What follows belongs to an exercise in optimizing a design on an open flow for small area, a short achievable clock period and few clock cycles; a production flow would make more cautious choices.
In this exercise RTL edits were held to simulation tests only and were not proved equivalent to the original.
Power is estimated from default activity; no workload was simulated.

### config.mk
export PLATFORM = sky130hd
export DESIGN_NAME = dsc_top
export DESIGN_NICKNAME = dsc_top
export VERILOG_FILES = /design/flow/design.v
export SDC_FILE = /design/flow/constraint.sdc
export NUM_CORES = 4
export LEC_CHECK = 0
export CAP_MARGIN = 20
export CORE_MARGIN = 2
export CORE_UTILIZATION = 65
export CTS_BUF_LIST = sky130_fd_sc_hd__clkbuf_16
export CTS_CLUSTER_DIAMETER = 100
export CTS_CLUSTER_SIZE = 30
export PLACE_DENSITY = 0.75
export SLEW_MARGIN = 20
### constraint.sdc
create_clock -name core_clock -period 12.0 [get_ports {clk}]
set_input_delay 2.4000 -clock core_clock [delete_from_list [all_inputs] [get_ports {clk}]]
set_output_delay 2.4000 -clock core_clock [all_outputs]
set_load 0.01 [all_outputs]
### design.v
package dsc_pkg;
	localparam int PX_W     = 16;
	localparam int PX_FRAC  = 12;
	localparam int WG_W     = 8;
	localparam int WG_FRAC  = 7;
	localparam int RELU_MAX = 6 << PX_FRAC;
	localparam int KX    = 3;
	localparam int KY    = 3;
	localparam int NPAR  = 2;
	localparam int NNP   = 2;
	localparam int POS_W = $clog2(NPAR + 1);
	localparam int WIN_N = KX * KY * NPAR;
	localparam int TOX_MAX     = 4;
	localparam int TOY_MAX     = 4;
	localparam int MAX_NOF     = 4;
	localparam int TIX         = 9;
	localparam int TIY         = 9;
	localparam int FMINT_PLANE = TIX * TIY;
	localparam int FMO_PLANE   = TOX_MAX * TOY_MAX;
	localparam int FMINT_DEPTH = NPAR * FMINT_PLANE;
	localparam int FMO_DEPTH   = MAX_NOF * FMO_PLANE;
	localparam int KDW_DEPTH   = WIN_N;
	localparam int KPW_DEPTH   = NNP * MAX_NOF;
	localparam int FMINT_AW = $clog2(FMINT_DEPTH);
	localparam int FMO_AW   = $clog2(FMO_DEPTH);
	localparam int KDW_AW   = $clog2(KDW_DEPTH);
	localparam int KPW_AW   = $clog2(KPW_DEPTH);
	localparam int NOF_W    = $clog2(MAX_NOF + 1);
	localparam int TILE_W   = $clog2(TOX_MAX + 1);
endpackage
module dsc_mac_s16 (
	input  logic [15:0] x,
	input  logic [3:0]  one,
	input  logic [3:0]  two,
	input  logic [3:0]  neg,
	output logic [15:0] ya,
	output logic [15:0] yb,
	output logic        c7
);
	wire p1 = ((one[0] & x[0])) ^ neg[0];
	wire p2 = ((one[0] & x[1]) | (two[0] & x[0])) ^ neg[0];
	wire p3 = ((one[0] & x[2]) | (two[0] & x[1])) ^ neg[0];
	wire p4 = ((one[0] & x[3]) | (two[0] & x[2])) ^ neg[0];
	wire p5 = ((one[0] & x[4]) | (two[0] & x[3])) ^ neg[0];
	wire p6 = ((one[0] & x[5]) | (two[0] & x[4])) ^ neg[0];
	wire p7 = ((one[0] & x[6]) | (two[0] & x[5])) ^ neg[0];
	wire p8 = ((one[0] & x[7]) | (two[0] & x[6])) ^ neg[0];
	wire p9 = ((one[0] & x[8]) | (two[0] & x[7])) ^ neg[0];
	wire p10 = ((one[0] & x[9]) | (two[0] & x[8])) ^ neg[0];
	wire p11 = ((one[0] & x[10]) | (two[0] & x[9])) ^ neg[0];
	wire p12 = ((one[0] & x[11]) | (two[0] & x[10])) ^ neg[0];
	wire p13 = ((one[0] & x[12]) | (two[0] & x[11])) ^ neg[0];
	wire p14 = ((one[0] & x[13]) | (two[0] & x[12])) ^ neg[0];
	wire p15 = ((one[0] & x[14]) | (two[0] & x[13])) ^ neg[0];
	wire p16 = ((one[0] & x[15]) | (two[0] & x[14])) ^ neg[0];
	wire p17 = ((one[0] & x[15]) | (two[0] & x[15])) ^ neg[0];
	wire p18 = ~p17;
	wire p19 = ((one[1] & x[0])) ^ neg[1];
	wire p20 = ((one[1] & x[1]) | (two[1] & x[0])) ^ neg[1];
	wire p21 = ((one[1] & x[2]) | (two[1] & x[1])) ^ neg[1];
	wire p22 = ((one[1] & x[3]) | (two[1] & x[2])) ^ neg[1];
	wire p23 = ((one[1] & x[4]) | (two[1] & x[3])) ^ neg[1];
	wire p24 = ((one[1] & x[5]) | (two[1] & x[4])) ^ neg[1];
	wire p25 = ((one[1] & x[6]) | (two[1] & x[5])) ^ neg[1];
	wire p26 = ((one[1] & x[7]) | (two[1] & x[6])) ^ neg[1];
	wire p27 = ((one[1] & x[8]) | (two[1] & x[7])) ^ neg[1];
	wire p28 = ((one[1] & x[9]) | (two[1] & x[8])) ^ neg[1];
	wire p29 = ((one[1] & x[10]) | (two[1] & x[9])) ^ neg[1];
	wire p30 = ((one[1] & x[11]) | (two[1] & x[10])) ^ neg[1];
	wire p31 = ((one[1] & x[12]) | (two[1] & x[11])) ^ neg[1];
	wire p32 = ((one[1] & x[13]) | (two[1] & x[12])) ^ neg[1];
	wire p33 = ((one[1] & x[14]) | (two[1] & x[13])) ^ neg[1];
	wire p34 = ((one[1] & x[15]) | (two[1] & x[14])) ^ neg[1];
	wire p35 = ((one[1] & x[15]) | (two[1] & x[15])) ^ neg[1];
	wire p36 = ~p35;
	wire p37 = ((one[2] & x[0])) ^ neg[2];
	wire p38 = ((one[2] & x[1]) | (two[2] & x[0])) ^ neg[2];
	wire p39 = ((one[2] & x[2]) | (two[2] & x[1])) ^ neg[2];
	wire p40 = ((one[2] & x[3]) | (two[2] & x[2])) ^ neg[2];
	wire p41 = ((one[2] & x[4]) | (two[2] & x[3])) ^ neg[2];
	wire p42 = ((one[2] & x[5]) | (two[2] & x[4])) ^ neg[2];
	wire p43 = ((one[2] & x[6]) | (two[2] & x[5])) ^ neg[2];
	wire p44 = ((one[2] & x[7]) | (two[2] & x[6])) ^ neg[2];
	wire p45 = ((one[2] & x[8]) | (two[2] & x[7])) ^ neg[2];
	wire p46 = ((one[2] & x[9]) | (two[2] & x[8])) ^ neg[2];
	wire p47 = ((one[2] & x[10]) | (two[2] & x[9])) ^ neg[2];
	wire p48 = ((one[2] & x[11]) | (two[2] & x[10])) ^ neg[2];
	wire p49 = ((one[2] & x[12]) | (two[2] & x[11])) ^ neg[2];
	wire p50 = ((one[2] & x[13]) | (two[2] & x[12])) ^ neg[2];
	wire p51 = ((one[2] & x[14]) | (two[2] & x[13])) ^ neg[2];
	wire p52 = ((one[2] & x[15]) | (two[2] & x[14])) ^ neg[2];
	wire p53 = ((one[2] & x[15]) | (two[2] & x[15])) ^ neg[2];
	wire p54 = ~p53;
	wire p55 = ((one[3] & x[0])) ^ neg[3];
	wire p56 = ((one[3] & x[1]) | (two[3] & x[0])) ^ neg[3];
	wire p57 = ((one[3] & x[2]) | (two[3] & x[1])) ^ neg[3];
	wire p58 = ((one[3] & x[3]) | (two[3] & x[2])) ^ neg[3];
	wire p59 = ((one[3] & x[4]) | (two[3] & x[3])) ^ neg[3];
	wire p60 = ((one[3] & x[5]) | (two[3] & x[4])) ^ neg[3];
	wire p61 = ((one[3] & x[6]) | (two[3] & x[5])) ^ neg[3];
	wire p62 = ((one[3] & x[7]) | (two[3] & x[6])) ^ neg[3];
	wire p63 = ((one[3] & x[8]) | (two[3] & x[7])) ^ neg[3];
	wire p64 = ((one[3] & x[9]) | (two[3] & x[8])) ^ neg[3];
	wire p65 = ((one[3] & x[10]) | (two[3] & x[9])) ^ neg[3];
	wire p66 = ((one[3] & x[11]) | (two[3] & x[10])) ^ neg[3];
	wire p67 = ((one[3] & x[12]) | (two[3] & x[11])) ^ neg[3];
	wire p68 = ((one[3] & x[13]) | (two[3] & x[12])) ^ neg[3];
	wire p69 = ((one[3] & x[14]) | (two[3] & x[13])) ^ neg[3];
	wire p70 = ((one[3] & x[15]) | (two[3] & x[14])) ^ neg[3];
	wire p71 = ((one[3] & x[15]) | (two[3] & x[15])) ^ neg[3];
	wire p72 = ~p71;
	wire s73 = p7 ^ p23 ^ p39;
	wire c74 = (p7 & p23) | (p39 & (p7 ^ p23));
	wire s75 = p8 ^ p24;
	wire c76 = p8 & p24;
	wire s77 = p9 ^ p25;
	wire c78 = p9 & p25;
	wire s79 = p10 ^ p26;
	wire c80 = p10 & p26;
	wire s81 = p11 ^ p27;
	wire c82 = p11 & p27;
	wire s83 = p12 ^ p28;
	wire c84 = p12 & p28;
	wire s85 = p13 ^ p29;
	wire c86 = p13 & p29;
	wire s87 = p14 ^ p30;
	wire c88 = p14 & p30;
	wire s89 = p15 ^ p31;
	wire c90 = p15 & p31;
	wire s91 = p16 ^ p32;
	wire c92 = p16 & p32;
	wire s93 = p18 ^ p33 ^ p49;
	wire c94 = (p18 & p33) | (p49 & (p18 ^ p33));
	wire s95 = p34 ^ p50;
	wire c96 = p34 & p50;
	wire s97 = p5 ^ p21;
	wire c98 = p5 & p21;
	wire s99 = p6 ^ p22;
	wire c100 = p6 & p22;
	wire s101 = p55 ^ neg[3] ^ 1'b1;
	wire c102 = (p55 & neg[3]) | (1'b1 & (p55 ^ neg[3]));
	wire s103 = p40 ^ p56 ^ c74;
	wire c104 = (p40 & p56) | (c74 & (p40 ^ p56));
	wire s105 = p41 ^ p57 ^ c76;
	wire c106 = (p41 & p57) | (c76 & (p41 ^ p57));
	wire s107 = p42 ^ p58 ^ c78;
	wire c108 = (p42 & p58) | (c78 & (p42 ^ p58));
	wire s109 = p43 ^ p59 ^ c80;
	wire c110 = (p43 & p59) | (c80 & (p43 ^ p59));
	wire s111 = p44 ^ p60 ^ c82;
	wire c112 = (p44 & p60) | (c82 & (p44 ^ p60));
	wire s113 = p45 ^ p61 ^ c84;
	wire c114 = (p45 & p61) | (c84 & (p45 ^ p61));
	wire s115 = p46 ^ p62 ^ c86;
	wire c116 = (p46 & p62) | (c86 & (p46 ^ p62));
	wire s117 = p47 ^ p63 ^ c88;
	wire c118 = (p47 & p63) | (c88 & (p47 ^ p63));
	wire s119 = p48 ^ p64 ^ c90;
	wire c120 = (p48 & p64) | (c90 & (p48 ^ p64));
	wire s121 = p65 ^ 1'b1 ^ c92;
	wire c122 = (p65 & 1'b1) | (c92 & (p65 ^ 1'b1));
	wire s123 = p66 ^ 1'b1 ^ c94;
	wire c124 = (p66 & 1'b1) | (c94 & (p66 ^ 1'b1));
	wire s125 = p36 ^ p51 ^ p67;
	wire c126 = (p36 & p51) | (p67 & (p36 ^ p51));
	wire s127 = p52 ^ p68;
	wire c128 = p52 & p68;
	wire s129 = p3 ^ p19;
	wire c130 = p3 & p19;
	wire s131 = p4 ^ p20;
	wire c132 = p4 & p20;
	wire s133 = p37 ^ neg[2] ^ s97;
	wire c134 = (p37 & neg[2]) | (s97 & (p37 ^ neg[2]));
	wire s135 = p38 ^ c98 ^ s99;
	wire c136 = (p38 & c98) | (s99 & (p38 ^ c98));
	wire s137 = c100 ^ s101 ^ s73;
	wire c138 = (c100 & s101) | (s73 & (c100 ^ s101));
	wire s139 = c102 ^ s75 ^ s103;
	wire c140 = (c102 & s75) | (s103 & (c102 ^ s75));
	wire s141 = s77 ^ c104 ^ s105;
	wire c142 = (s77 & c104) | (s105 & (s77 ^ c104));
	wire s143 = s79 ^ c106 ^ s107;
	wire c144 = (s79 & c106) | (s107 & (s79 ^ c106));
	wire s145 = s81 ^ c108 ^ s109;
	wire c146 = (s81 & c108) | (s109 & (s81 ^ c108));
	wire s147 = s83 ^ c110 ^ s111;
	wire c148 = (s83 & c110) | (s111 & (s83 ^ c110));
	wire s149 = s85 ^ c112 ^ s113;
	wire c150 = (s85 & c112) | (s113 & (s85 ^ c112));
	wire s151 = s87 ^ c114 ^ s115;
	wire c152 = (s87 & c114) | (s115 & (s87 ^ c114));
	wire s153 = s89 ^ c116 ^ s117;
	wire c154 = (s89 & c116) | (s117 & (s89 ^ c116));
	wire s155 = s91 ^ c118 ^ s119;
	wire c156 = (s91 & c118) | (s119 & (s91 ^ c118));
	wire s157 = s93 ^ c120 ^ s121;
	wire c158 = (s93 & c120) | (s121 & (s93 ^ c120));
	wire s159 = s95 ^ c122 ^ s123;
	wire c160 = (s95 & c122) | (s123 & (s95 ^ c122));
	wire s161 = s125 ^ c96 ^ c124;
	wire c162 = (s125 & c96) | (c124 & (s125 ^ c96));
	wire s163 = 1'b1 ^ c126 ^ s127;
	wire c164 = (1'b1 & c126) | (s127 & (1'b1 ^ c126));
	wire s165 = p54 ^ p69 ^ c128;
	wire c166 = (p54 & p69) | (c128 & (p54 ^ p69));
	wire s167 = p70 ^ 1'b1;
	wire c168 = p70 & 1'b1;
	wire [22:0] ra = {c168, c166, c164, c162, c160, c158, c156, c154, c152, c150, c148, c146, c144, c142, c140, c138, c136, c134, c132, c130, s129, p2, p1};
	wire [22:0] rb = {p72, s167, s165, s163, s161, s159, s157, s155, s153, s151, s149, s147, s145, s143, s141, s139, s137, s135, s133, s131, neg[1], 1'b0, neg[0]};
	wire [7:0] lo = {1'b0, ra[6:0]} + {1'b0, rb[6:0]};
	assign ya = ra[22:7];
	assign yb = rb[22:7];
	assign c7 = lo[7];
endmodule
module dsc_mac_u15 (
	input  logic [15:0] x,
	input  logic [3:0]  one,
	input  logic [3:0]  two,
	input  logic [3:0]  neg,
	output logic [15:0] ya,
	output logic [15:0] yb,
	output logic        c7
);
	wire p1 = ((one[0] & x[0])) ^ neg[0];
	wire p2 = ((one[0] & x[1]) | (two[0] & x[0])) ^ neg[0];
	wire p3 = ((one[0] & x[2]) | (two[0] & x[1])) ^ neg[0];
	wire p4 = ((one[0] & x[3]) | (two[0] & x[2])) ^ neg[0];
	wire p5 = ((one[0] & x[4]) | (two[0] & x[3])) ^ neg[0];
	wire p6 = ((one[0] & x[5]) | (two[0] & x[4])) ^ neg[0];
	wire p7 = ((one[0] & x[6]) | (two[0] & x[5])) ^ neg[0];
	wire p8 = ((one[0] & x[7]) | (two[0] & x[6])) ^ neg[0];
	wire p9 = ((one[0] & x[8]) | (two[0] & x[7])) ^ neg[0];
	wire p10 = ((one[0] & x[9]) | (two[0] & x[8])) ^ neg[0];
	wire p11 = ((one[0] & x[10]) | (two[0] & x[9])) ^ neg[0];
	wire p12 = ((one[0] & x[11]) | (two[0] & x[10])) ^ neg[0];
	wire p13 = ((one[0] & x[12]) | (two[0] & x[11])) ^ neg[0];
	wire p14 = ((one[0] & x[13]) | (two[0] & x[12])) ^ neg[0];
	wire p15 = ((one[0] & x[14]) | (two[0] & x[13])) ^ neg[0];
	wire p16 = ((two[0] & x[14])) ^ neg[0];
	wire p17 = (1'b0) ^ neg[0];
	wire p18 = ~p17;
	wire p19 = ((one[1] & x[0])) ^ neg[1];
	wire p20 = ((one[1] & x[1]) | (two[1] & x[0])) ^ neg[1];
	wire p21 = ((one[1] & x[2]) | (two[1] & x[1])) ^ neg[1];
	wire p22 = ((one[1] & x[3]) | (two[1] & x[2])) ^ neg[1];
	wire p23 = ((one[1] & x[4]) | (two[1] & x[3])) ^ neg[1];
	wire p24 = ((one[1] & x[5]) | (two[1] & x[4])) ^ neg[1];
	wire p25 = ((one[1] & x[6]) | (two[1] & x[5])) ^ neg[1];
	wire p26 = ((one[1] & x[7]) | (two[1] & x[6])) ^ neg[1];
	wire p27 = ((one[1] & x[8]) | (two[1] & x[7])) ^ neg[1];
	wire p28 = ((one[1] & x[9]) | (two[1] & x[8])) ^ neg[1];
	wire p29 = ((one[1] & x[10]) | (two[1] & x[9])) ^ neg[1];
	wire p30 = ((one[1] & x[11]) | (two[1] & x[10])) ^ neg[1];
	wire p31 = ((one[1] & x[12]) | (two[1] & x[11])) ^ neg[1];
	wire p32 = ((one[1] & x[13]) | (two[1] & x[12])) ^ neg[1];
	wire p33 = ((one[1] & x[14]) | (two[1] & x[13])) ^ neg[1];
	wire p34 = ((two[1] & x[14])) ^ neg[1];
	wire p35 = (1'b0) ^ neg[1];
	wire p36 = ~p35;
	wire p37 = ((one[2] & x[0])) ^ neg[2];
	wire p38 = ((one[2] & x[1]) | (two[2] & x[0])) ^ neg[2];
	wire p39 = ((one[2] & x[2]) | (two[2] & x[1])) ^ neg[2];
	wire p40 = ((one[2] & x[3]) | (two[2] & x[2])) ^ neg[2];
	wire p41 = ((one[2] & x[4]) | (two[2] & x[3])) ^ neg[2];
	wire p42 = ((one[2] & x[5]) | (two[2] & x[4])) ^ neg[2];
	wire p43 = ((one[2] & x[6]) | (two[2] & x[5])) ^ neg[2];
	wire p44 = ((one[2] & x[7]) | (two[2] & x[6])) ^ neg[2];
	wire p45 = ((one[2] & x[8]) | (two[2] & x[7])) ^ neg[2];
	wire p46 = ((one[2] & x[9]) | (two[2] & x[8])) ^ neg[2];
	wire p47 = ((one[2] & x[10]) | (two[2] & x[9])) ^ neg[2];
	wire p48 = ((one[2] & x[11]) | (two[2] & x[10])) ^ neg[2];
	wire p49 = ((one[2] & x[12]) | (two[2] & x[11])) ^ neg[2];
	wire p50 = ((one[2] & x[13]) | (two[2] & x[12])) ^ neg[2];
	wire p51 = ((one[2] & x[14]) | (two[2] & x[13])) ^ neg[2];
	wire p52 = ((two[2] & x[14])) ^ neg[2];
	wire p53 = (1'b0) ^ neg[2];
	wire p54 = ~p53;
	wire p55 = ((one[3] & x[0])) ^ neg[3];
	wire p56 = ((one[3] & x[1]) | (two[3] & x[0])) ^ neg[3];
	wire p57 = ((one[3] & x[2]) | (two[3] & x[1])) ^ neg[3];
	wire p58 = ((one[3] & x[3]) | (two[3] & x[2])) ^ neg[3];
	wire p59 = ((one[3] & x[4]) | (two[3] & x[3])) ^ neg[3];
	wire p60 = ((one[3] & x[5]) | (two[3] & x[4])) ^ neg[3];
	wire p61 = ((one[3] & x[6]) | (two[3] & x[5])) ^ neg[3];
	wire p62 = ((one[3] & x[7]) | (two[3] & x[6])) ^ neg[3];
	wire p63 = ((one[3] & x[8]) | (two[3] & x[7])) ^ neg[3];
	wire p64 = ((one[3] & x[9]) | (two[3] & x[8])) ^ neg[3];
	wire p65 = ((one[3] & x[10]) | (two[3] & x[9])) ^ neg[3];
	wire p66 = ((one[3] & x[11]) | (two[3] & x[10])) ^ neg[3];
	wire p67 = ((one[3] & x[12]) | (two[3] & x[11])) ^ neg[3];
	wire p68 = ((one[3] & x[13]) | (two[3] & x[12])) ^ neg[3];
	wire p69 = ((one[3] & x[14]) | (two[3] & x[13])) ^ neg[3];
	wire p70 = ((two[3] & x[14])) ^ neg[3];
	wire p71 = (1'b0) ^ neg[3];
	wire p72 = ~p71;
	wire s73 = p7 ^ p23 ^ p39;
	wire c74 = (p7 & p23) | (p39 & (p7 ^ p23));
	wire s75 = p8 ^ p24;
	wire c76 = p8 & p24;
	wire s77 = p9 ^ p25;
	wire c78 = p9 & p25;
	wire s79 = p10 ^ p26;
	wire c80 = p10 & p26;
	wire s81 = p11 ^ p27;
	wire c82 = p11 & p27;
	wire s83 = p12 ^ p28;
	wire c84 = p12 & p28;
	wire s85 = p13 ^ p29;
	wire c86 = p13 & p29;
	wire s87 = p14 ^ p30;
	wire c88 = p14 & p30;
	wire s89 = p15 ^ p31;
	wire c90 = p15 & p31;
	wire s91 = p16 ^ p32;
	wire c92 = p16 & p32;
	wire s93 = p18 ^ p33 ^ p49;
	wire c94 = (p18 & p33) | (p49 & (p18 ^ p33));
	wire s95 = p34 ^ p50;
	wire c96 = p34 & p50;
	wire s97 = p5 ^ p21;
	wire c98 = p5 & p21;
	wire s99 = p6 ^ p22;
	wire c100 = p6 & p22;
	wire s101 = p55 ^ neg[3] ^ 1'b1;
	wire c102 = (p55 & neg[3]) | (1'b1 & (p55 ^ neg[3]));
	wire s103 = p40 ^ p56 ^ c74;
	wire c104 = (p40 & p56) | (c74 & (p40 ^ p56));
	wire s105 = p41 ^ p57 ^ c76;
	wire c106 = (p41 & p57) | (c76 & (p41 ^ p57));
	wire s107 = p42 ^ p58 ^ c78;
	wire c108 = (p42 & p58) | (c78 & (p42 ^ p58));
	wire s109 = p43 ^ p59 ^ c80;
	wire c110 = (p43 & p59) | (c80 & (p43 ^ p59));
	wire s111 = p44 ^ p60 ^ c82;
	wire c112 = (p44 & p60) | (c82 & (p44 ^ p60));
	wire s113 = p45 ^ p61 ^ c84;
	wire c114 = (p45 & p61) | (c84 & (p45 ^ p61));
	wire s115 = p46 ^ p62 ^ c86;
	wire c116 = (p46 & p62) | (c86 & (p46 ^ p62));
	wire s117 = p47 ^ p63 ^ c88;
	wire c118 = (p47 & p63) | (c88 & (p47 ^ p63));
	wire s119 = p48 ^ p64 ^ c90;
	wire c120 = (p48 & p64) | (c90 & (p48 ^ p64));
	wire s121 = p65 ^ 1'b1 ^ c92;
	wire c122 = (p65 & 1'b1) | (c92 & (p65 ^ 1'b1));
	wire s123 = p66 ^ 1'b1 ^ c94;
	wire c124 = (p66 & 1'b1) | (c94 & (p66 ^ 1'b1));
	wire s125 = p36 ^ p51 ^ p67;
	wire c126 = (p36 & p51) | (p67 & (p36 ^ p51));
	wire s127 = p52 ^ p68;
	wire c128 = p52 & p68;
	wire s129 = p3 ^ p19;
	wire c130 = p3 & p19;
	wire s131 = p4 ^ p20;
	wire c132 = p4 & p20;
	wire s133 = p37 ^ neg[2] ^ s97;
	wire c134 = (p37 & neg[2]) | (s97 & (p37 ^ neg[2]));
	wire s135 = p38 ^ c98 ^ s99;
	wire c136 = (p38 & c98) | (s99 & (p38 ^ c98));
	wire s137 = c100 ^ s101 ^ s73;
	wire c138 = (c100 & s101) | (s73 & (c100 ^ s101));
	wire s139 = c102 ^ s75 ^ s103;
	wire c140 = (c102 & s75) | (s103 & (c102 ^ s75));
	wire s141 = s77 ^ c104 ^ s105;
	wire c142 = (s77 & c104) | (s105 & (s77 ^ c104));
	wire s143 = s79 ^ c106 ^ s107;
	wire c144 = (s79 & c106) | (s107 & (s79 ^ c106));
	wire s145 = s81 ^ c108 ^ s109;
	wire c146 = (s81 & c108) | (s109 & (s81 ^ c108));
	wire s147 = s83 ^ c110 ^ s111;
	wire c148 = (s83 & c110) | (s111 & (s83 ^ c110));
	wire s149 = s85 ^ c112 ^ s113;
	wire c150 = (s85 & c112) | (s113 & (s85 ^ c112));
	wire s151 = s87 ^ c114 ^ s115;
	wire c152 = (s87 & c114) | (s115 & (s87 ^ c114));
	wire s153 = s89 ^ c116 ^ s117;
	wire c154 = (s89 & c116) | (s117 & (s89 ^ c116));
	wire s155 = s91 ^ c118 ^ s119;
	wire c156 = (s91 & c118) | (s119 & (s91 ^ c118));
	wire s157 = s93 ^ c120 ^ s121;
	wire c158 = (s93 & c120) | (s121 & (s93 ^ c120));
	wire s159 = s95 ^ c122 ^ s123;
	wire c160 = (s95 & c122) | (s123 & (s95 ^ c122));
	wire s161 = s125 ^ c96 ^ c124;
	wire c162 = (s125 & c96) | (c124 & (s125 ^ c96));
	wire s163 = 1'b1 ^ c126 ^ s127;
	wire c164 = (1'b1 & c126) | (s127 & (1'b1 ^ c126));
	wire s165 = p54 ^ p69 ^ c128;
	wire c166 = (p54 & p69) | (c128 & (p54 ^ p69));
	wire s167 = p70 ^ 1'b1;
	wire c168 = p70 & 1'b1;
	wire [22:0] ra = {c168, c166, c164, c162, c160, c158, c156, c154, c152, c150, c148, c146, c144, c142, c140, c138, c136, c134, c132, c130, s129, p2, p1};
	wire [22:0] rb = {p72, s167, s165, s163, s161, s159, s157, s155, s153, s151, s149, s147, s145, s143, s141, s139, s137, s135, s133, s131, neg[1], 1'b0, neg[0]};
	wire [7:0] lo = {1'b0, ra[6:0]} + {1'b0, rb[6:0]};
	assign ya = ra[22:7];
	assign yb = rb[22:7];
	assign c7 = lo[7];
endmodule
import dsc_pkg::*;
module dsc_top (
	input  logic clk,
	input  logic rst,
	input  logic start,
	input  logic S,
	input  logic first_par,
	input  logic [dsc_pkg::NOF_W-1:0] nof,
	input  logic [dsc_pkg::TILE_W-1:0] tox_n,
	input  logic [dsc_pkg::TILE_W-1:0] toy_n,
	input  logic signed [dsc_pkg::PX_W-1:0] fmint_data,
	input  logic signed [dsc_pkg::PX_W-1:0] fmo_data,
	input  logic signed [dsc_pkg::WG_W-1:0] kdw_data,
	input  logic signed [dsc_pkg::WG_W-1:0] kpw_data,
	input  logic [dsc_pkg::POS_W-1:0] kpw_pos,
	output logic [dsc_pkg::FMINT_AW-1:0] fmint_addr,
	output logic [dsc_pkg::FMO_AW-1:0] fmo_addr,
	output logic [dsc_pkg::KDW_AW-1:0] kdw_addr,
	output logic [dsc_pkg::KPW_AW-1:0] kpw_addr,
	output logic write,
	output logic finish,
	output logic signed [dsc_pkg::PX_W-1:0] res
);
	localparam int DW_LAT = 2;
	localparam int PW_LAT = 2;
	localparam int K_LAST = WIN_N - 1;
	logic       s_q;
	logic [2:0] nof_q;
	always_ff @(posedge clk) begin
		s_q   <= S;
		nof_q <= nof;
	end
	logic       busy;
	logic [4:0] k;      
	logic [1:0] tx;
	logic [1:0] ty;
	logic       issued_last;
	logic       pix_seen;
	logic [7:0] step;
	logic       tx_end;
	logic       ty_end;
	logic st7, st61, stpx;
	logic [4:0] k_nx;
	function automatic logic [4:0] wn(input logic [4:0] kk);
		wn = 5'(K_LAST) - kk;
	endfunction
	assign k_nx = (k == 5'd0) ? 5'(K_LAST) : k - 5'd1;
	always_ff @(posedge clk) begin
		st7  <= wn(k_nx) == 5'd2 || wn(k_nx) == 5'd5 || wn(k_nx) == 5'd11 || wn(k_nx) == 5'd14;
		st61 <= wn(k_nx) == 5'd8;
		stpx <= wn(k_nx) == 5'(K_LAST);
	end
	always_comb begin
		if (stpx) begin
			if (!tx_end)
				step = s_q ? 8'(2 - 101) : 8'(1 - 101);
			else if (s_q)
				step = 8'(18 - 101) - {5'd0, tx, 1'b0};
			else
				step = 8'(9 - 101) - {6'd0, tx};
		end else if (st61)
			step = 8'd61;
		else if (st7)
			step = 8'd7;
		else
			step = 8'd1;
	end
	always_ff @(posedge clk) begin
		tx_end <= ({1'b0, tx} + 3'd1) == tox_n;
		ty_end <= ({1'b0, ty} + 3'd1) == toy_n;
	end
	always_ff @(posedge clk or posedge rst) begin
		if (rst)
			kdw_addr <= '0;
		else if (!busy)
			kdw_addr <= start ? 5'd1 : 5'd0;
		else if (finish || kdw_addr == 5'(K_LAST))
			kdw_addr <= '0;
		else
			kdw_addr <= kdw_addr + 5'd1;
	end
	logic [3:0] q;
	logic       plast;
	logic       trig;
	logic k_trig, k_r0, k_r1, k_first;
	always_ff @(posedge clk) begin
		k_trig  <= wn(k_nx) == 5'(DW_LAT);
		k_r0    <= wn(k_nx) == 5'(10 + DW_LAT);
		k_r1    <= wn(k_nx) == 5'(1 + DW_LAT);
		k_first <= wn(k_nx) == 5'(DW_LAT + 1) || wn(k_nx) == 5'(10 + DW_LAT);
	end
	assign trig     = busy && pix_seen && (q == 4'd0) && k_trig;
	always_ff @(posedge clk or posedge rst) begin
		if (rst)
			kpw_addr <= '0;
		else if (trig || kpw_addr != 3'd0)
			kpw_addr <= kpw_addr + 3'd1;
	end
	logic [1:0] o_rd;
	logic [1:0] o_wr;
	logic       rd_set;
	logic       wr_set;
		logic [2:0] qh, qh_m1, qh_m2;
	logic       q_last;
	assign qh     = q[3:1];
	assign qh_m1  = qh - 3'd1;
	assign qh_m2  = qh - 3'd2;
	assign o_rd   = qh[1:0];
	assign o_wr   = qh_m2[1:0];
	assign rd_set = q[0] && (qh < nof_q);
	assign wr_set = !q[0] && (qh >= 3'd2) && (qh_m2 < nof_q);
	assign q_last = q[0] && (qh_m1 == nof_q);
	always_ff @(posedge clk or posedge rst) begin
		if (rst) begin
			busy       <= 1'b0;
			k          <= 5'(K_LAST);
			fmint_addr <= '0;
			q          <= '0;
			write      <= 1'b0;
			finish     <= 1'b0;
		end else begin
			if (!busy) begin
				k          <= 5'(K_LAST);
				fmint_addr <= '0;
				if (start) begin
					busy       <= 1'b1;
					k          <= 5'(K_LAST - 1);
					fmint_addr <= 8'd1;
				end
			end else if (finish) begin
				busy       <= 1'b0;
				k          <= 5'(K_LAST);
				fmint_addr <= '0;
			end else begin
				fmint_addr <= fmint_addr + step;
				k          <= k_nx;
			end
			if (q == 4'd0) begin
				if (trig)
					q <= 4'd1;
			end else if (q_last) begin
				q <= '0;
			end else begin
				q <= q + 1'b1;
			end
			write  <= wr_set;
			finish <= !q[0] && (qh != 3'd0) && (qh_m1 == nof_q) && plast;
		end
	end
	always_ff @(posedge clk) begin
		if (!busy) begin
			tx          <= '0;
			ty          <= '0;
			issued_last <= 1'b0;
			pix_seen    <= 1'b0;
			fmo_addr    <= '0;
		end else begin
			if (stpx) begin
				pix_seen <= 1'b1;
				if (tx_end) begin
					tx <= '0;
					ty <= ty + 1'b1;
					if (ty_end)
						issued_last <= 1'b1;
				end else begin
					tx <= tx + 1'b1;
				end
			end
			if (rd_set)
				fmo_addr[5:4] <= o_rd;
			if (wr_set)
				fmo_addr[5:4] <= o_wr;
			if (q_last)
				fmo_addr[3:0] <= fmo_addr[3:0] + 1'b1;
		end
		if (trig)
			plast <= issued_last;
	end
	function automatic logic [11:0] booth;
		input logic [7:0] w;
		logic [8:0] wx;
		logic [3:0] one, two, neg;
		begin
			wx = {w, 1'b0};
			for (int i = 0; i < 4; i++) begin
				one[i] = wx[2*i] ^ wx[2*i+1];
				two[i] = (wx[2*i+2] & ~wx[2*i+1] & ~wx[2*i]) | (~wx[2*i+2] & wx[2*i+1] & wx[2*i]);
				neg[i] = wx[2*i+2];
			end
			booth = {neg, two, one};
		end
	endfunction
	logic [PX_W-1:0] px_q;
	logic [11:0] bd_q;
	logic [15:0] dya, dyb, dya_q, dyb_q;
	logic dc7, dc7_q;
	logic [PX_W-1:0] acc;
	logic [PX_W-2:0] acc_relu;
	logic [PX_W-2:0] r0;
	logic [PX_W-2:0] r1;
	always_ff @(posedge clk) begin
		px_q <= fmint_data;
		bd_q <= booth(kdw_data);
	end
	dsc_mac_s16 i_dw_pp (
		.x(px_q), .one(bd_q[3:0]), .two(bd_q[7:4]), .neg(bd_q[11:8]),
		.ya(dya), .yb(dyb), .c7(dc7)
	);
	always_ff @(posedge clk) begin
		dya_q     <= dya;
		dyb_q     <= dyb;
		dc7_q     <= dc7;
		acc       <= (k_first ? '0 : acc) + dya_q + dyb_q + 16'(dc7_q);
	end
	always_comb begin
		if (acc[PX_W-1])
			acc_relu = '0;
		else if (acc >= PX_W'(RELU_MAX))
			acc_relu = (PX_W-1)'(RELU_MAX);
		else
			acc_relu = acc[PX_W-2:0];
	end
	always_ff @(posedge clk) begin
		if (k_r0)
			r0 <= acc_relu;
		if (k_r1)
			r1 <= acc_relu;
	end
	logic [11:0] bp_q;
	logic psel_q;
	logic [PX_W-1:0] fmo_q;
	logic [PX_W-1:0] tap;
	logic [15:0] pya, pyb, pya_q, pyb_q;
	logic pc7, pc7_q;
	logic sec_q;
	always_ff @(posedge clk) begin
		bp_q   <= booth(kpw_pos[1] ? 8'd0 : kpw_data);
		psel_q <= kpw_pos[0];
		fmo_q  <= (q[0] && !first_par) ? fmo_data : '0;
	end
	assign tap = {1'b0, psel_q ? r1 : r0};
	dsc_mac_u15 i_pw_pp (
		.x(tap), .one(bp_q[3:0]), .two(bp_q[7:4]), .neg(bp_q[11:8]),
		.ya(pya), .yb(pyb), .c7(pc7)
	);
	always_ff @(posedge clk) begin
		pya_q <= pya;
		pyb_q <= pyb;
		pc7_q <= pc7;
		sec_q <= q[0];
		res   <= (sec_q ? res : '0) + fmo_q + pya_q + pyb_q + 16'(pc7_q);
	end
endmodule
### flow/run.sh
#!/bin/bash
# Standard layout, with plain buffers (instead of delay cells) on the ports
set -e
export BUFFER_PORTS_ARGS="-buffer_cell sky130_fd_sc_hd__buf_2"
bash standard.sh > standard.log 2>&1
### standard.sh
#!/bin/bash
# synth_recipe.tcl (not shown) runs the flow's synth.tcl, then flattens the netlist and writes it again
# the make line also repeats each setting of config.mk as NAME=value (left out here)
make -C /OpenROAD-flow-scripts/flow DESIGN_CONFIG=/design/flow/config.mk WORK_HOME=/design/flow/orfs CLKGATE_MAP_FILE= SYNTH_SCRIPT=/design/flow/synth_recipe.tcl "${@:-finish}"
==> results of run 1 <==
registers in the layout, indices dropped and copies added, names as in the netlist, 6 cells and up:
register    flops
px_q           16
dya_q          16
res            16
pyb_q          16
bp_q           12
r0             15
fmo_addr        6
r1             15
bd_q           12
fmint_addr      8
acc            16
fmo_q          16
dyb_q          16
pya_q          16
synthesized netlist by cell type, types with 16 or more instances:
cell and n:
a21oi_1 41, a22oi_1 115, and2_1 37, clkbuf_1 49, dfrtp_1 26, dfxtp_1 181
edfxtp_1 31, fa_1 102, ha_1 108, inv_1 145, mux2_2 16, nand2_1 58
nor2_1 49, nor2b_1 33, o21ai_0 40, xnor2_1 156, xor2_1 28
layer usage:
| layer | track usage | up-vias |
|---|---|---|
| met5 | 0 | - |
| met4 | 0.0882 | 0 |
| met3 | 0.0256 | 61 |
| met2 | 0.430 | 254 |
| met1 | 0.295 | 4711 |
| li1 | - | 4733 |
final timing paths:
check / cells past startpoint / startpoint / end / slack (ps)
max: 1 / finish / finish / 8480
min: 0 / issued_last / plast / 440
max reg2reg: 9 / psel_q / pc7_q / 8600
min reg2reg: 0 / issued_last / plast / 440
max in group asynchronous: 2 / rst / kdw_addr[1] / 9630
min in group asynchronous: 2 / rst / q[1] / 1950
metrics by stage:
| step | hold slack [ps] | utilization | cell area (um2) | instances | setup WS, ps |
|---|---|---|---|---|---|
| 2_1_floorplan | 409 | - | 14600 | 1388 | 8750 |
| 3_3_place_gp | 421 | 0.693 | 15200 | 1707 | 8480 |
| 3_5_place_dp | 427 | 0.693 | 15200 | 1707 | 8360 |
| 4_1_cts | 447 | 0.712 | 15600 | 1727 | 8470 |
| 5_1_grt | 451 | 0.712 | 15600 | 1727 | 8400 |
| 6_report | 441 | 0.712 | 15600 | 1728 | 8480 |
cell families after synthesis:
family	count (synthesis)	share of synthesized area
compound gates	261	0.124
xor+xnor	186	0.113
fa+ha+maj	210	0.233
buf+inv	213	0.0567
flops	240	0.361
mux	23	0.0174
simple gates	255	0.0947
area by class of cell:
cell class	count	area, um2
Antenna cell	1	2.50
Sequential cell	240	5260
Tap cell	280	350
Clock inverter	7	77.6
Multi-Input combinational cell	935	8490
Fill cell	1683	6300
Timing Repair Buffer	106	538
Clock buffer	13	325
Inverter	146	548
report_power, final:
group          internal (W)  leakage, nW  switching [W]  total, W
logic               0.00141         4.44        0.00174   0.00315
registers           0.00116         2.15       0.000204   0.00136
clock network      0.000226        0.210       0.000259  0.000485
==> summary.txt, run 1 <==
Final net count -> 1715
Total gr overflow -> 0
Final clock skew -> 25.5 ps
Pleak -> 6.80 nW
Gate Count Post-Synth -> 1388
Clock root buffer -> clkbuf_16
Fmax -> 284 MHz
Die width -> 154 um
Synth top area cells -> dfxtp_1 (25%), fa_1 (14%), xnor2_1 (9.4%)
Fin. Hold Viols -> 0
Routed Antenna Nets -> 0
Share of post-route cells with drive strength above 1 -> 0.111
Hold Path Class -> register to register
Critical path data required time -> 9600 ps
Leading cell types in the layout, fill and taps excluded -> dfxtp_1 (181), xnor2_1 (156), inv_1 (148)
Drt via density -> 5.65
Power, Total -> 0.00500 W
Setup crit end kind -> primary output
CTS clock-pin slew for the worst setup and hold paths -> 120 ps
TritonCTS Buffers -> 12
Synthesized Nets -> 1662
PostCTS Resize Cnt -> 0
First-pass GRT wire length -> 46900 um
Die ar. -> 23600 um2
Highest routed layer -> met4
CP Max Fanout -> 3
CP max-delay cell -> dfrtp_1
Max Transition Viols Final -> 0
Top cell type by total area after synthesis -> dfxtp_1
Synth top area share -> 0.249
Core ar. -> 21900 um2
Sequential cell area fraction in the yosys report -> 0.361
Finish-stage setup viols -> 0
Asr flop ratio synth -> 0.117
Slew @ Worst Pin -> 972 ps
Initial Utilization -> 0.665
Max-cap viol count -> 0
Metal3 WL -> 1030 um
Status -> finished clean
Yosys warnings -> 1
Syn_area_per_cell -> 10.5 um2
Crit path cell chain -> buf_2
Number of global-route vias before repair -> 9920
Die Y-Extent -> 154 um
Commonest non-fill, non-tap cell in the layout -> dfxtp_1
Clock Latency Late Sink -> 490 ps
Top_reg_cell synth -> dfxtp_1
RSZ-0062 raised after global routing -> false
Post-synth EDFFs -> 31
Type of origin of the critical path -> register
Family with the most delay on the worst path -> flip-flops
Initial DRC count -> 503
Met2 routed wirelength -> 14100 um
Critical Path AT -> 1120 ps
Syn Std Cell Area -> 14600 um2
Via Count -> 9759
Setup Fix Bufs, Post-CTS -> 0
Area grow syn2layout -> 6.99%
1st-pass router iterations -> 8
Period Utilization, post-route -> 0.293
GRT Total Usage -> 0.238
Remaining DRCs -> 0
Largest net degree at the start of global routing -> 32
CTS tree -> built
Setup TNS -> 0 ps
Antenna violations before repair -> 1
Clock Tree Buf Depth -> 3
WL/cell -> 16.1 um
Synth Register Bits -> 240
M1 wire length -> 11700 um
# IOs -> 104
CTS hold repair buffers -> 0
Maximum vdd drop -> 203 uV
GPL Wtd Cong -> 0.917
Max H-tree Level -> 1
Crit path buffers/inverters -> 1
Final HPWL DP -> 21300 um
Num Clock Sinks -> 240
Post-layout min period -> 3520 ps
Cell Pwr Density -> 321 nW/um2
CP max stage delay -> 460 ps
WS Path Type -> register to primary output
Slew HR -> 0.351
Port Buffer Count -> 103
WL final -> 27800 um
Site row count -> 54
Netlist cell types -> 73
Testbench counts, summed over its fixed seeds: cycles 20,242.
==> run 2: changes to the inputs <==
==> flow/run.sh (replaced) <==
#!/bin/bash
# Standard layout, with plain buffers (instead of delay cells) on the ports,
# and timing repair aiming at a tighter period than the clock's
set -e
export BUFFER_PORTS_ARGS="-buffer_cell sky130_fd_sc_hd__buf_2"
export SETUP_SLACK_MARGIN=8.6
bash standard.sh > standard.log 2>&1
==> run 2 against run 1 <==
  * Still clean
  * Total power up 2.7%
  * Fmax up 0.34%
  * Sequential cell count unchanged
  * Via count up 1.3%
  * Clock power about the same
  * Critical endpoint unchanged
==> summary.txt, run 2 <==
Worst setup startpoint -> finish (unchanged)
Period Utilization, post-route -> 0.292 (was 0.293)
CP max-delay cell -> dfrtp_1 (unchanged)
Finished Layout Cells -> 1759 (was 1728)
Top_reg_cell synth -> dfxtp_1 (unchanged)
Setup crit end kind -> primary output (unchanged)
Final HPWL DP -> 21300 um (unchanged)
Power, Total -> 0.00513 W (was 0.00500 W)
Num Clock Sinks -> 240 (unchanged)
M1 wire length -> 11900 um (was 11700 um)
Syn_area_per_cell -> 10.5 um2 (unchanged)
WL final -> 28500 um (was 27800 um)
Slew HR -> 0.340 (was 0.351)
Power Internal -> 0.00288 W (was 0.00279 W)
Combinational power share -> 0.640 (was 0.631)
Critical Path Sink -> finish (unchanged)
Switching Fraction -> 0.439 (was 0.441)
Commonest non-fill, non-tap cell in the layout -> dfxtp_1 (unchanged)
Maximum vdd drop -> 210 uV (was 203 uV)
Fin. Hold Viols -> 0 (unchanged)
Leading cell types in the layout, fill and taps excluded -> dfxtp_1 (157), xnor2_1 (156), inv_1 (148) (was dfxtp_1 (181), xnor2_1 (156), inv_1 (148))
Slew @ Worst Pin -> 989 ps (was 972 ps)
Synthesized Nets -> 1662 (unchanged)
Metal3 WL -> 969 um (was 1030 um)
Clock Tree Buf Depth -> 3 (unchanged)
Remaining DRCs -> 0 (unchanged)
Cell Pwr Density -> 323 nW/um2 (was 321 nW/um2)
First-pass GRT wire length -> 47600 um (was 46900 um)
Family with the most delay on the worst path -> flip-flops (unchanged)
WL/cell -> 16.2 um (was 16.1 um)
Core ar. -> 21900 um2 (unchanged)
Switching pwr -> 0.00225 W (was 0.00220 W)
GRT Total Usage -> 0.241 (was 0.238)
Type of origin of the critical path -> register (unchanged)
Clock root buffer -> clkbuf_16 (unchanged)
Gate Count Post-Synth -> 1388 (unchanged)
Reg2reg start -> bp_q[9] (was psel_q)
Hold Path Class -> register to register (unchanged)
Critical Path Stages -> 1 (unchanged)
Worst r2r dst -> pc7_q (unchanged)
Sequential cell area fraction in the yosys report -> 0.361 (unchanged)
Sequential power share -> 0.265 (was 0.272)
CP max stage delay -> 450 ps (was 460 ps)
Syn Std Cell Area -> 14600 um2 (unchanged)
R2r setup slk -> 8780 ps (was 8600 ps)
Drt via density -> 5.62 (was 5.65)
Share of post-route cells with drive strength above 1 -> 0.147 (was 0.111)
Util after Layout -> 0.727 (was 0.712)
WS Path Type -> register to primary output (unchanged)
CTS clock-pin slew for the worst setup and hold paths -> 110 ps (was 120 ps)
Clock Latency Late Sink -> 490 ps (about the same)
Top cell type by total area after synthesis -> dfxtp_1 (unchanged)
CP Max Fanout -> 2 (was 3)
RSZ-0062 raised after global routing -> true (was false)
Initial DRC count -> 511 (was 503)
TritonCTS Buffers -> 12 (unchanged)
Crit path cell chain -> buf_2 (unchanged)
Asr flop ratio synth -> 0.117 (unchanged)
Final net count -> 1746 (was 1715)
Final clock skew -> 26.6 ps (was 25.5 ps)
CTS hold repair buffers -> 0 (unchanged)
Site row count -> 54 (unchanged)
GPL Wtd Cong -> 0.917 (unchanged)
# IOs -> 104 (unchanged)
Post-synth EDFFs -> 31 (unchanged)
Antenna violations before repair -> 1 (unchanged)
Pleak -> 6.97 nW (was 6.80 nW)
Post-layout min period -> 3510 ps (was 3520 ps)
Routed Antenna Nets -> 0 (unchanged)
Synth top area share -> 0.249 (unchanged)
Via Count -> 9886 (was 9759)
Worst hold stages -> 0 (unchanged)
Critical path data required time -> 9600 ps (about the same)
Port Buffer Count -> 103 (unchanged)
1st-pass router iterations -> 6 (was 8)
Max H-tree Level -> 1 (unchanged)
Area grow syn2layout -> 9.20% (was 6.99%)
# placed instances -> 1707 (unchanged)
Synth Register Bits -> 240 (unchanged)
Die Y-Extent -> 154 um (unchanged)
CTS tree -> built (unchanged)
Max Transition Viols Final -> 0 (unchanged)
Clock power frac -> 0.094 (was 0.097)
Most common cell in the netlist -> dfxtp_1 (unchanged)
Die ar. -> 23600 um2 (unchanged)
Worst R2R Path Depth -> 8 (was 9)
Finish-stage setup viols -> 0 (unchanged)
Synth top cells by count -> dfxtp_1 (181), xnor2_1 (156), inv_1 (145) (unchanged)
Die width -> 154 um (unchanged)
Status -> finished clean (unchanged)
Highest routed layer -> met4 (unchanged)
Number of global-route vias before repair -> 10100 (was 9920)
Largest net degree at the start of global routing -> 32 (unchanged)
Total gr overflow -> 0 (unchanged)
Initial Utilization -> 0.665 (unchanged)
Fmax -> 285 MHz (was 284 MHz)
Max-cap viol count -> 0 (unchanged)
Critical Path AT -> 1110 ps (was 1120 ps)
Yosys warnings -> 1 (unchanged)
Netlist cell types -> 73 (unchanged)
Synth top area cells -> dfxtp_1 (25%), fa_1 (14%), xnor2_1 (9.4%) (unchanged)
Crit path buffers/inverters -> 1 (unchanged)
Setup TNS -> 0 ps (unchanged)
Met2 routed wirelength -> 14700 um (was 14100 um)
==> run 2: worst register-to-register path, stage by stage (launching register included) <==
cell	delay [ps]
dfxtp_1	980
inv_1	240
xnor2_1	210
fa_1	500
inv_1	50
fa_1	440
ha_1	320
a21o_1	160
a31o_2	200
==> run 2: how the worst min path moves through the flow <==
stage	startpoint	end	slack [ps]
2_1_floorplan	issued_last	plast	410
3_3_place_gp	issued_last	plast	420
3_5_place_dp	issued_last	plast	430
4_1_cts	issued_last	plast	450
5_1_grt	issued_last	plast	460
6_report	issued_last	plast	440
==> run 2: timing repair <==
item,4_1_cts,5_1_grt
gates resized for setup,15,20
setup buffers,18,13
cloned,0,0
endpoints found under the setup margin,32,42
==> run 2: cell families after synthesis <==
family | count (synthesis) | synth area share
mux | 23 | 0.0174
simple gates | 255 | 0.0947
compound gates | 261 | 0.124
buf+inv | 213 | 0.0567
flops | 240 | 0.361
fa+ha+maj | 210 | 0.233
xor+xnor | 186 | 0.113
==> run 2: layout make-up <==
cell class	instances	area [um2]
sequential	240	5290
antenna	1	2.50
timing repair buffer	137	808
clock inverter	7	77.6
tap	280	350
multi-input combinational	935	8510
clock buffer	13	325
fill	1650	5980
inverter	146	548
==> run 2: metal layers <==
metal / up-vias / GRT usage
li1: 4798 / -
met1: 4790 / 0.298
met2: 240 / 0.439
met3: 58 / 0.0254
met4: 0 / 0.0874
met5: - / 0
==> run 2: power by group through the flow <==
stage                     Sequential (W)  Clock (W)  Combinational [W]
after floorplan                  0.00133          0            0.00249
after global placement           0.00137          0            0.00304
after detailed placement         0.00138          0            0.00313
after CTS                        0.00136   0.000500            0.00321
after global routing             0.00140   0.000527            0.00374
final                            0.00136   0.000485            0.00329
==> run 2: stage by stage <==
stage | area [um2] | hold WS [ps] | setup WS (ps)
floorplan | 14600 | 409 | 8750
global placement | 15200 | 421 | 8480
detailed placement | 15200 | 427 | 8360
CTS | 15700 | 447 | 8470
global route | 15900 | 456 | 8470
finish | 15900 | 444 | 8490
==> run 3: changes to the inputs <==
--- a/design.v
+++ b/design.v
@@ -214,3 +214,3 @@
 endmodule
-module dsc_mac_u15 (
+module dsc_mac_u15a (
 	input  logic [15:0] x,
@@ -219,2 +219,3 @@
 	input  logic [3:0]  neg,
+	input  logic [15:0] a,
 	output logic [15:0] ya,
@@ -391,4 +392,36 @@
 	wire c168 = p70 & 1'b1;
-	wire [22:0] ra = {c168, c166, c164, c162, c160, c158, c156, c154, c152, c150, c148, c146, c144, c142, c140, c138, c136, c134, c132, c130, s129, p2, p1};
-	wire [22:0] rb = {p72, s167, s165, s163, s161, s159, s157, s155, s153, s151, s149, s147, s145, s143, s141, s139, s137, s135, s133, s131, neg[1], 1'b0, neg[0]};
+	wire s169 = c138 ^ s139 ^ a[0];
+	wire c170 = (c138 & s139) | (a[0] & (c138 ^ s139));
+	wire s171 = c140 ^ s141 ^ a[1];
+	wire c172 = (c140 & s141) | (a[1] & (c140 ^ s141));
+	wire s173 = c142 ^ s143 ^ a[2];
+	wire c174 = (c142 & s143) | (a[2] & (c142 ^ s143));
+	wire s175 = c144 ^ s145 ^ a[3];
+	wire c176 = (c144 & s145) | (a[3] & (c144 ^ s145));
+	wire s177 = c146 ^ s147 ^ a[4];
+	wire c178 = (c146 & s147) | (a[4] & (c146 ^ s147));
+	wire s179 = c148 ^ s149 ^ a[5];
+	wire c180 = (c148 & s149) | (a[5] & (c148 ^ s149));
+	wire s181 = c150 ^ s151 ^ a[6];
+	wire c182 = (c150 & s151) | (a[6] & (c150 ^ s151));
+	wire s183 = c152 ^ s153 ^ a[7];
+	wire c184 = (c152 & s153) | (a[7] & (c152 ^ s153));
+	wire s185 = c154 ^ s155 ^ a[8];
+	wire c186 = (c154 & s155) | (a[8] & (c154 ^ s155));
+	wire s187 = c156 ^ s157 ^ a[9];
+	wire c188 = (c156 & s157) | (a[9] & (c156 ^ s157));
+	wire s189 = c158 ^ s159 ^ a[10];
+	wire c190 = (c158 & s159) | (a[10] & (c158 ^ s159));
+	wire s191 = c160 ^ s161 ^ a[11];
+	wire c192 = (c160 & s161) | (a[11] & (c160 ^ s161));
+	wire s193 = c162 ^ s163 ^ a[12];
+	wire c194 = (c162 & s163) | (a[12] & (c162 ^ s163));
+	wire s195 = c164 ^ s165 ^ a[13];
+	wire c196 = (c164 & s165) | (a[13] & (c164 ^ s165));
+	wire s197 = c166 ^ s167 ^ a[14];
+	wire c198 = (c166 & s167) | (a[14] & (c166 ^ s167));
+	wire s199 = c168 ^ p72 ^ a[15];
+	wire c200 = (c168 & p72) | (a[15] & (c168 ^ p72));
+	wire [22:0] ra = {c198, c196, c194, c192, c190, c188, c186, c184, c182, c180, c178, c176, c174, c172, c170, s169, c136, c134, c132, c130, s129, p2, p1};
+	wire [22:0] rb = {s199, s197, s195, s193, s191, s189, s187, s185, s183, s181, s179, s177, s175, s173, s171, 1'b0, s137, s135, s133, s131, neg[1], 1'b0, neg[0]};
 	wire [7:0] lo = {1'b0, ra[6:0]} + {1'b0, rb[6:0]};
@@ -469,3 +502,3 @@
 	end
-	always_ff @(posedge clk or posedge rst) begin
+	always_ff @(posedge clk) begin
 		if (rst)
@@ -480,2 +513,3 @@
 	logic [3:0] q;
+	logic [3:0] q_nx;
 	logic       plast;
@@ -490,3 +524,3 @@
 	assign trig     = busy && pix_seen && (q == 4'd0) && k_trig;
-	always_ff @(posedge clk or posedge rst) begin
+	always_ff @(posedge clk) begin
 		if (rst)
@@ -500,3 +534,3 @@
 	logic       wr_set;
-		logic [2:0] qh, qh_m1, qh_m2;
+	logic [2:0] qh, qh_m1, qh_m2;
 	logic       q_last;
@@ -512,33 +546,41 @@
 		if (rst) begin
-			busy       <= 1'b0;
-			k          <= 5'(K_LAST);
-			fmint_addr <= '0;
-			q          <= '0;
-			write      <= 1'b0;
-			finish     <= 1'b0;
+			busy <= 1'b0;
+			k    <= 5'(K_LAST);
+			q    <= '0;
 		end else begin
 			if (!busy) begin
-				k          <= 5'(K_LAST);
-				fmint_addr <= '0;
+				k <= 5'(K_LAST);
 				if (start) begin
-					busy       <= 1'b1;
-					k          <= 5'(K_LAST - 1);
-					fmint_addr <= 8'd1;
+					busy <= 1'b1;
+					k    <= 5'(K_LAST - 1);
 				end
 			end else if (finish) begin
-				busy       <= 1'b0;
-				k          <= 5'(K_LAST);
-				fmint_addr <= '0;
+				busy <= 1'b0;
+				k    <= 5'(K_LAST);
 			end else begin
-				fmint_addr <= fmint_addr + step;
-				k          <= k_nx;
-			end
-			if (q == 4'd0) begin
-				if (trig)
-					q <= 4'd1;
-			end else if (q_last) begin
-				q <= '0;
-			end else begin
-				q <= q + 1'b1;
+				k <= k_nx;
 			end
+			q <= q_nx;
+		end
+	end
+	always_comb begin
+		if (q == 4'd0)
+			q_nx = trig ? 4'd1 : 4'd0;
+		else if (q_last)
+			q_nx = '0;
+		else
+			q_nx = q + 4'd1;
+	end
+	always_ff @(posedge clk) begin
+		if (rst) begin
+			fmint_addr <= '0;
+			write      <= 1'b0;
+			finish     <= 1'b0;
+		end else begin
+			if (!busy)
+				fmint_addr <= start ? 8'd1 : 8'd0;
+			else if (finish)
+				fmint_addr <= '0;
+			else
+				fmint_addr <= fmint_addr + step;
 			write  <= wr_set;
@@ -620,2 +662,4 @@
 	end
+	logic [PX_W-2:0] r1_nx;
+	assign r1_nx = k_r1 ? acc_relu : r1;
 	always_ff @(posedge clk) begin
@@ -623,9 +667,7 @@
 			r0 <= acc_relu;
-		if (k_r1)
-			r1 <= acc_relu;
+		r1 <= r1_nx;
 	end
 	logic [11:0] bp_q;
-	logic psel_q;
-	logic [PX_W-1:0] fmo_q;
-	logic [PX_W-1:0] tap;
+	logic [PX_W-2:0] tap_q;
+	logic [PX_W-1:0] old;
 	logic [15:0] pya, pyb, pya_q, pyb_q;
@@ -634,9 +676,11 @@
 	always_ff @(posedge clk) begin
-		bp_q   <= booth(kpw_pos[1] ? 8'd0 : kpw_data);
-		psel_q <= kpw_pos[0];
-		fmo_q  <= (q[0] && !first_par) ? fmo_data : '0;
-	end
-	assign tap = {1'b0, psel_q ? r1 : r0};
-	dsc_mac_u15 i_pw_pp (
-		.x(tap), .one(bp_q[3:0]), .two(bp_q[7:4]), .neg(bp_q[11:8]),
+		bp_q  <= booth(kpw_pos[1] ? 8'd0 : kpw_data);
+		tap_q <= kpw_pos[0] ? r1_nx : r0;
+	end
+	logic old_en;
+	always_ff @(posedge clk)
+		old_en <= q_nx[0] && !first_par;
+	assign old = old_en ? fmo_data : '0;
+	dsc_mac_u15a i_pw_pp (
+		.x({1'b0, tap_q}), .a(old), .one(bp_q[3:0]), .two(bp_q[7:4]), .neg(bp_q[11:8]),
 		.ya(pya), .yb(pyb), .c7(pc7)
@@ -648,3 +692,3 @@
 		sec_q <= q[0];
-		res   <= (sec_q ? res : '0) + fmo_q + pya_q + pyb_q + 16'(pc7_q);
+		res   <= (sec_q ? res : '0) + pya_q + pyb_q + 16'(pc7_q);
 	end
==> flow/run.sh (replaced) <==
#!/bin/bash
# Standard layout, with plain buffers (instead of delay cells) on the ports
set -e
export BUFFER_PORTS_ARGS="-buffer_cell sky130_fd_sc_hd__buf_2"
bash standard.sh > standard.log 2>&1
==> run 3 against run 2 <==
  * Sequential power grew 4%
  * Clock skew increased by 3.3 ps
  * Largest power group unchanged
  * Combinational power decreased by 16%
  * Critical endpoint is now kdw_addr[2]
  * Wire length is 4.7% lower
  * Largest cell class unchanged
  * Via count fell by 0.92%
  * Clock power down 4.1%
  * Synthesized area is 0.46% lower
==> summary.txt, run 3 <==
CP max-delay cell -> dfxtp_1 (was dfrtp_1)
Syn_area_per_cell -> 10.2 um2 (was 10.5 um2)
Finish-stage setup viols -> 0 (unchanged)
Max H-tree Level -> 1 (unchanged)
CTS clock-pin slew for the worst setup and hold paths -> 110 ps (about the same)
WS Path Type -> register to primary output (unchanged)
Post-layout min period -> 3470 ps (was 3510 ps)
Leading cell types in the layout, fill and taps excluded -> dfxtp_1 (212), inv_1 (147), xnor2_1 (141) (was dfxtp_1 (157), xnor2_1 (156), inv_1 (148))
Final clock skew -> 29.9 ps (was 26.6 ps)
Clock root buffer -> clkbuf_16 (unchanged)
CTS tree -> built (unchanged)
Adder-Cell Fraction of Synth Area -> 0.232 (was 0.233)
Gate Count Post-Synth -> 1424 (was 1388)
Cell Pwr Density -> 303 nW/um2 (was 323 nW/um2)
Setup slack after layout -> 8530 ps (was 8490 ps)
Post-synthesis mux area share -> 0.0312 (was 0.0174)
1st-pass router iterations -> 5 (was 6)
Synth top area cells -> dfxtp_1 (29%), fa_1 (14%), ha_1 (9.1%) (was dfxtp_1 (25%), fa_1 (14%), xnor2_1 (9.4%))
Die ar. -> 23500 um2 (was 23600 um2)
Largest net degree at the start of global routing -> 32 (unchanged)
Share of post-route cells with drive strength above 1 -> 0.114 (was 0.147)
Maximum vdd drop -> 180 uV (was 210 uV)
Synthesized Nets -> 1696 (was 1662)
Number of global-route vias before repair -> 9728 (was 10100)
Setup Fix Bufs, Post-CTS -> 0 (was 18)
Fin. Hold Viols -> 0 (unchanged)
Top_reg_cell synth -> dfxtp_1 (unchanged)
Area grow syn2layout -> 6.16% (was 9.20%)
Fillers -> 1702 (was 1650)
Critical path data required time -> 9600 ps (about the same)
RSZ-0062 raised after global routing -> false (was true)
Hold Path Class -> register to register (unchanged)
Most common cell in the netlist -> dfxtp_1 (unchanged)
Crit path cell chain -> buf_2 (unchanged)
Setup TNS -> 0 ps (unchanged)
Die Y-Extent -> 153 um (was 154 um)
# IOs -> 104 (unchanged)
Site row count -> 54 (unchanged)
CP max stage delay -> 420 ps (was 450 ps)
Clock power frac -> 0.100 (was 0.094)
Post-synth EDFFs -> 16 (was 31)
Initial DRC count -> 659 (was 511)
TritonCTS Buffers -> 12 (unchanged)
Commonest non-fill, non-tap cell in the layout -> dfxtp_1 (unchanged)
Antenna violations before repair -> 0 (was 1)
Family with the most delay on the worst path -> flip-flops (unchanged)
Remaining DRCs -> 0 (unchanged)
Max Transition Viols Final -> 0 (unchanged)
Clock Latency Late Sink -> 480 ps (was 490 ps)
Port Buffer Count -> 103 (unchanged)
Final net count -> 1727 (was 1746)
Slew @ Worst Pin -> 1020 ps (was 989 ps)
First-pass GRT wire length -> 46100 um (was 47600 um)
Type of origin of the critical path -> register (unchanged)
Period Utilization, post-route -> 0.289 (was 0.292)
Final HPWL DP -> 20900 um (was 21300 um)
Dominant combinational cell family by area after synthesis -> adder cells (unchanged)
Drt via density -> 5.63 (was 5.62)
Pleak -> 6.79 nW (was 6.97 nW)
Pre-CTS WS -> 8600 ps (was 8360 ps)
N_diodes -> 0 (was 1)
Status -> finished clean (unchanged)
Asr flop ratio synth -> 0.0420 (was 0.117)
Power Internal -> 0.00264 W (was 0.00288 W)
Sequential power share -> 0.303 (was 0.265)
WL/cell -> 15.6 um (was 16.2 um)
Post-Synth Simple-Gate Area -> 0.0882 (was 0.0946)
Num Clock Sinks -> 238 (was 240)
Die width -> 153 um (was 154 um)
Top cell type by total area after synthesis -> dfxtp_1 (unchanged)
Routed Antenna Nets -> 0 (unchanged)
Synth Register Bits -> 238 (was 240)
Slew HR -> 0.318 (was 0.340)
Fmax -> 288 MHz (was 285 MHz)
Fraction of the mapped netlist area in compound gates -> 0.127 (was 0.124)
XOR/XNOR share of the synthesized area -> 0.116 (was 0.113)
Total gr overflow -> 0 (unchanged)
Synth top area share -> 0.293 (was 0.249)
Crit path buffers/inverters -> 1 (unchanged)
Initial Utilization -> 0.662 (was 0.665)
Via Count -> 9795 (was 9886)
CP Max Fanout -> 5 (was 2)
Clock Tree Buf Depth -> 3 (unchanged)
Syn Std Cell Area -> 14500 um2 (was 14600 um2)
Synth top cells by count -> dfxtp_1 (212), inv_1 (143), xnor2_1 (141) (was dfxtp_1 (181), xnor2_1 (156), inv_1 (145))
Combinational power share -> 0.597 (was 0.640)
Critical Path AT -> 1070 ps (was 1110 ps)
Switching Fraction -> 0.433 (was 0.439)
Yosys warnings -> 1 (unchanged)
PostCTS Resize Cnt -> 0 (was 15)
Max-cap viol count -> 0 (unchanged)
GRT Total Usage -> 0.233 (was 0.241)
CTS hold repair buffers -> 0 (unchanged)
Switching pwr -> 0.00202 W (was 0.00225 W)
Sequential cell area fraction in the yosys report -> 0.343 (was 0.361)
Setup crit end kind -> primary output (unchanged)
GPL Wtd Cong -> 0.905 (was 0.917)
Core ar. -> 21900 um2 (unchanged)
Netlist cell types -> 69 (was 73)
WL final -> 27100 um (was 28500 um)
## run 3: routing by layer
| layer | GRT usage | vias to the layer above | share of wire | wire (um) |
|---|---|---|---|---|
| met5 | 0 | - | 0 | 0 |
| met4 | 0.0459 | 0 | 0.015 | 400 |
| met3 | 0.0250 | 26 | 0.042 | 1140 |
| met2 | 0.418 | 231 | 0.50 | 13500 |
| met1 | 0.308 | 4744 | 0.45 | 12100 |
| li1 | - | 4794 | - | - |
## run 3: cells by family after synthesis
kind of cell	count (synthesis)
AO/OA/AOI/OAI	268
buffers and inverters	231
multiplexers	41
XOR/XNOR	190
AND/OR/NAND/NOR	248
adder cells (fa/ha/maj)	208
flip-flops	238
## run 3: final cells by class
type | instances | area [um2] | share of cell area
Inverter | 145 | 544 | 0.0354
Clock inverter | 7 | 58.8 | 0.00382
Timing Repair Buffer | 103 | 515 | 0.0335
Sequential cell | 238 | 4980 | 0.323
Tap cell | 280 | 350 | 0.0228
Clock buffer | 13 | 325 | 0.0211
Multi-Input combinational cell | 955 | 8620 | 0.560
## run 3: power by group through the flow
| stage | combinational, W | clock (W) | sequential [W] |
|---|---|---|---|
| 2_1_floorplan | 0.00229 | 0 | 0.00131 |
| 3_3_place_gp | 0.00267 | 0 | 0.00142 |
| 3_5_place_dp | 0.00277 | 0 | 0.00143 |
| 4_1_cts | 0.00280 | 0.000479 | 0.00142 |
| 5_1_grt | 0.00319 | 0.000505 | 0.00146 |
| 6_report | 0.00278 | 0.000465 | 0.00141 |
## run 3: path summary, 6_finish.rpt
kind	startpoint	to	slack, ps	cells after the start
hold reg to reg	issued_last	plast	450	0
max in group asynchronous	rst	k[4]	9740	2
setup / recovery	kdw_addr[2]	kdw_addr[2]	8530	1
setup reg to reg	bp_q[10]	pya_q[0]	8600	9
min in group asynchronous	rst	q[1]	1960	2
hold / removal	issued_last	plast	450	0
## run 3: metrics by stage
step                      std cells  total power (W)  hold WS, ps  instance area, um2   util
after global placement         1721          0.00409          418               15000  0.686
final                          1741          0.00466          449               15400  0.703
after floorplan                1424          0.00360          409               14500      -
after CTS                      1741          0.00469          450               15400  0.703
after detailed placement       1721          0.00420          422               15000  0.686
after global routing           1741          0.00516          476               15400  0.703
Testbench counts of run 3, summed over its fixed seeds: cycles 20,242.

==> re-timing with driven ports <==
The flow's constraints put no driver on any port. The routed layouts listed below were extracted and timed again, unchanged, in two steps. Step 1 sets driving cells, clkbuf_16 on the clock port and buf_2 on the other inputs (assumed; they add their load-dependent delay and slew). Step 2 also shifts input and output timing later by t, the mid clock arrival at the registers, as if the neighbouring blocks saw the same clock. a / b / c = ideal ports / drivers / drivers and shift; a / b = the first two.
run	t, ns	slack for setup (ns)	slew at the worst register clock pin (ns)
run 1	0.522	8.479 / 8.435 / 8.604	0.12 / 0.12
run 2	0.521	8.491 / 8.447 / 8.741	0.11 / 0.11
run 3	0.523	8.531 / 8.485 / 8.603	0.12 / 0.12
After both steps setup and hold are still met in every run listed.
